Source: an optimization exercise on an open RTL-to-GDS flow (aim: small area, a short achievable clock period and few clock cycles per item). Production flows keep margins and buffers that such runs may drop.
Only simulation tests tie the RTL to the original design; equivalence was not proved.

==> flow/design.v, too long to show whole: its modules and the start of the top module <==
// module sdc_sqrt: 5572 lines
// module sdc_div: 5888 lines
// module stick_deadzone_conditioner_top: 912 lines
module stick_deadzone_conditioner_top (
  input  logic        clk_i,
  input  logic        rst_ni,
  input  logic        start_i,
  output logic        busy_o,
  input  logic [15:0] raw_x_i,
  input  logic [15:0] raw_y_i,
  output logic        done_o,
  output logic [15:0] out_x_o,
  output logic [15:0] out_y_o,
  input  logic        cfg_we_i,
  input  logic [1:0]  cfg_idx_i,
  input  logic [14:0] cfg_wdata_i
);
  // ...
==> flow/run.sh <==
#!/bin/bash
# synth_recipe.tcl (not shown) runs the flow's synth.tcl, then flattens the netlist and writes it again
# the make line also repeats each setting of config.mk as NAME=value (left out here)
make -C /OpenROAD-flow-scripts/flow DESIGN_CONFIG=/design/flow/config.mk WORK_HOME=/design/flow/orfs CLKGATE_MAP_FILE= SYNTH_SCRIPT=/design/flow/synth_recipe.tcl finish
==> flow/config.mk <==
export PLATFORM = sky130hd
export DESIGN_NAME = stick_deadzone_conditioner_top
export DESIGN_NICKNAME = stick_deadzone_conditioner_top
export VERILOG_FILES = /design/flow/design.v
export SDC_FILE = /design/flow/constraint.sdc
export NUM_CORES = 4
export LEC_CHECK = 0
export CAP_MARGIN = 20
export CORE_MARGIN = 2
export CORE_UTILIZATION = 45
export CTS_BUF_LIST = sky130_fd_sc_hd__clkbuf_8
export PLACE_DENSITY = 0.6
export SLEW_MARGIN = 20
==> flow/constraint.sdc <==
create_clock -name core_clock -period 10.0 [get_ports {clk_i}]
set_input_delay 2.0000 -clock core_clock [delete_from_list [all_inputs] [get_ports {clk_i}]]
set_output_delay 2.0000 -clock core_clock [all_outputs]
set_load 0.01 [all_outputs]
==> summary.txt, run 1 <==
Worst setup path
  – R2R Path End: u_div.b_Rx_s12[5]$_DFF_P_
  – FF-to-FF path depth: 11
  – Crit Path Max Fanout: 1
  – Critical path class: reg -> out
  – Crit path launch: u_div.b_oy_s17[13]$_DFF_P_
  – Required time worst endpoint: roughly 8 ns
  – R2R setup slack: roughly 6.2 ns

Final layout
  – Final non-clock buffer share: less than 1%
  – Reg area: around 80000 µm²

STA
  – Max-slew violations: 0

Logic synthesis
  – Ys Warns: 3
  – Main combinational cell family by area after synthesis: adder cells
  – Post-synth EDFFs: 0
  – Compound-Gate Fraction of Synth Area: between 8 and 9%

Placement
  – Final Wtd Congestion: 0.851
  – Place WS: a little over 6 ns
  – Dpl cell area: around 150000 µm²

Floorplan
  – Tapcell Cnt: ~4300
  – Die W: roughly 570 µm

Clock network
  – CTS tree: yes
  – Clock transition at the registers of the reported paths: about 0.060 ns

Global routing
  – Total GRT Usage: ~18%
  – GR Layer Usage met3: under 10%
  – Number of global-route vias before repair: 91600

Status
  – Status: timing/DRC/antenna clean

Drt
  – Top sig layer: met4
  – Wl on met1: 124 mm
Testbench counts, summed over its fixed seeds: cycles 17,576, items 16,384.
==> inputs of run 2 (changes only) <==
--- a/flow/config.mk
+++ b/flow/config.mk
@@ -10,3 +10,2 @@
 export CORE_UTILIZATION = 45
-export CTS_BUF_LIST = sky130_fd_sc_hd__clkbuf_8
 export PLACE_DENSITY = 0.6
==> summary.txt, run 2 <==
Final layout
  – Most common cell after layout, fill and taps aside: dfxtp_1
  – Largest register FFs: 31
  – Largest Register: rada2_q
  – Ratio of cells with drive above 1 in the final layout: under 10%
  – Layout net count: around 14000
  – Layout area overhead: 13.0%
  – Fill cell count: ~28000
  – Most frequent cells in the layout: dfxtp_1 (3909), inv_1 (1140), ha_1 (1095)
  – Fin util: just over 50%

Logic synthesis
  – Post-synth EDFFs: 0 (unchanged)
  – Ranking of synthesized cells by area: dfxtp_1 (53%), ha_1 (9.4%), fa_1 (7.9%)
  – XOR/XNOR Fraction of Synth Area: 5.07%
  – Synth area leader: dfxtp_1
  – Synth Register Bits: approximately 4000
  – Main combinational cell family by area after synthesis: adder cells
  – Post-Syn Area: 147000 µm²
  – Ys Warns: 3 (unchanged)
  – Post-Synthesis Cells: roughly 12000
  – Fraction of synthesis flops using an asynchronous set or reset pin: about 2.1%
  – Adder-cell share of the synthesized area: between 10% and 20%
  – Fraction of the mapped netlist area in simple logic gates: under 10%
  – Mux contribution to synthesized area: 4.49%
  – Compound-Gate Fraction of Synth Area: 8.31% (unchanged)
  – Most used DFF post-synth: dfxtp_1
  – Most instantiated cells after synthesis: dfxtp_1 (3917), inv_1 (1140), ha_1 (1096)
  – Count of cell types in the netlist: 98
  – Seq/Total Area, Yosys: between 50% and 60%
  – Synthesized area per cell: about 12 µm²
  – Top cell type's share of synthesized area: 53.5%
  – Most frequent cell after synthesis: dfxtp_1

Global routing
  – Number of global-route vias before repair: 89000 (-2.9%)
  – First-pass GRT wire length: between 400 and 500 mm
  – Initial antenna violation count: 8
  – Total GRT Usage: 17.9% (-0.12 points)
  – Total grt overflow: 0
  – Largest net degree at the start of global routing: 54

Worst setup path
  – Arrival @ worst endpoint: about 1.8 ns
  – Slowest-stage cell, CP: clkdlybuf4s50_1
  – Critical path's top delay family: buffers and inverters
  – Crit path cell chain: clkdlybuf4s50_1
  – Reg-to-Reg Start: u_div.b_dv_s8[2]$_DFF_P_
  – R2R Path End: u_div.b_Rx_s9[11]$_DFF_P_
  – Critical path class: reg -> out
  – Worst Setup Start Kind: flop
  – R2R setup slack: 6.20 ns (+0.03 ns)
  – Max incr delay on CP: 0.53 ns
  – Crit path launch: u_div.b_v_s17$_DFF_PN0_
  – Nature of the critical path endpoint: primary output
  – Crit Path Max Fanout: 1 (unchanged)
  – Worst path buffer plus inverter count: 1
  – FF-to-FF path depth: 11 (unchanged)
  – Required time worst endpoint: 8.00 ns (about the same)

Run
  – Max capacitance violation total: 0

Floorplan
  – FP Rows: between 200 and 250
  – Die Ht: around 570 µm
  – Die ar.: roughly 330000 µm²
  – # IOs: just under 90
  – Initial Utilization: 45.2%
  – Core area: about 320000 µm²
  – Die W: 575 µm (unchanged)

Clock network
  – Clk root buf: clkbuf_16
  – # resized after CTS: 0
  – CTS tree: yes
  – Clock sinks: 3999
  – H-tree depth: 5
  – Clock tree buffer depth: 4
  – Clock latency (worst-skew pair): 0.96 ns
  – Num CTS Buffers: slightly below 400
  – Post-CTS setup buffers: 0
  – Clock transition at the registers of the reported paths: 0.06 ns (about the same)
  – Hold bufs inserted after CTS: 0

STA
  – Clock skew: roughly 0.10 ns
  – Final Hold Viols: 0
  – Period utilisation layout: 38.1%
  – RSZ-0062 raised after global routing: false
  – Worst relative slew slack: between 20% and 30%
  – Fmax: 0.262 GHz
  – Minimum clock period: about 3.8 ns
  – Max-slew violations: 0 (unchanged)
  – Total negative slack: 0 ns
  – Slew @ Worst Pin: ~1.1 ns
  – Finish-stage setup viols: 0
  – Final WS setup: about 6 ns

Drt
  – Drt drc: 0
  – Total Routed Length: 296 mm
  – Pre-antenna DRT Iters: 6
  – Post-route antenna net violation count: 0
  – DR vias/cell: between 4 and 5
  – Vias: ~83000
  – Iter 0 DRT Violations: 4033
  – Wire per inst: between 15 and 20 µm

Placement
  – Place WS: 6.16 ns (unchanged)
  – Hpwl dp: 218 mm
  – Final Wtd Congestion: 0.851 (unchanged)
  – Buffers on Ports: between 80 and 90

Status
  – Status: timing/DRC/antenna clean

Worst hold path
  – Hold Crit Depth: 0
  – Hold EP: u_div.b_lox_s2[6]$_DFF_P_
  – Hold Path Origin: u_div.b_nx_s1[6]$_SDFF_PN0_
  – Hold WC Path Type: reg -> reg
-- run 2: routing by layer --
metal / GRT usage [%] / routed length, µm
met5: 0 / 0
met4: 7.47 / 12000
met3: 2.35 / 11400
met2: 32.3 / 148000
met1: 21.2 / 124000
-- run 2: worst max path at each step --
stage               slack [ns]                         to  cells past startpoint
detailed placement        6.16  u_div.b_Rx_s9[11]$_DFF_P_                     11
global route              5.91  u_div.b_Rx_s8[12]$_DFF_P_                     11
global placement          6.29   u_div.b_Rx_s7[3]$_DFF_P_                     11
CTS                       6.07                     done_o                      1
finish                    6.19                     done_o                      1
floorplan                 6.87         sq31_q[15]$_DFF_P_                     10
-- run 2: kinds of logic (layout without fill, tap and decap cells) --
group | Yosys count | after routing
other | 1 | 10
buffers and inverters | 1447 | 1995
DFF | 3999 | 3999
adders and majority gates | 1682 | 1682
AOI/OAI and AO/OA | 1739 | 1739
and+or+nand+nor | 1812 | 1812
xor gates and xnor gates | 848 | 848
muxes | 599 | 599
-- run 2: cell type report --
cell class	instances	area, µm²	share of cell area (%)
antenna	8	20.0	0.0121
inverter	1151	4320	2.61
multi-input combinational	6682	60500	36.6
timing repair buffer	128	1170	0.707
tap	4325	5410	3.27
sequential	3999	80500	48.6
clock buffer	542	11200	6.77
clock inverter	174	2420	1.46
-- run 2: stage by stage --
stage               std cells  area, µm²  hold WS [ns]
finish                  17000     166000         0.279
CTS                     17000     166000         0.275
global placement        16300     152000         0.310
global route            17000     166000         0.288
floorplan               12100     147000         0.310
detailed placement      16300     152000         0.312

-- what the ideal ports hide --
No port has a modelled driver above. Below, the same layouts with a new extraction and two added sets of constraints.
Step 1 assumes that a clkbuf_16 drives the clock port and a buf_2 every other input.
Step 2 adds t to the input delays and takes it off the output delays; t is the mean of the earliest and latest rising clock arrival at the registers after step 1. Input paths then give back, and output paths get back, about the clock's delay inside the block.
Slacks: ideal ports / drivers / drivers and shift; pairs: ideal ports / drivers.
run | t, ns | setup WS [ns] | hold WS [ns] | worst setup path after step 2 | pins driven straight from the clock port
run 1 | 1.203 | 6.011 / 5.911 / 6.172 | 0.261 / 0.261 / 0.261 | register to register | 1
run 2 | 1.003 | 6.185 / 6.084 / 6.196 | 0.279 / 0.279 / 0.279 | register to register | 1
After both steps every run listed still meets setup and hold.
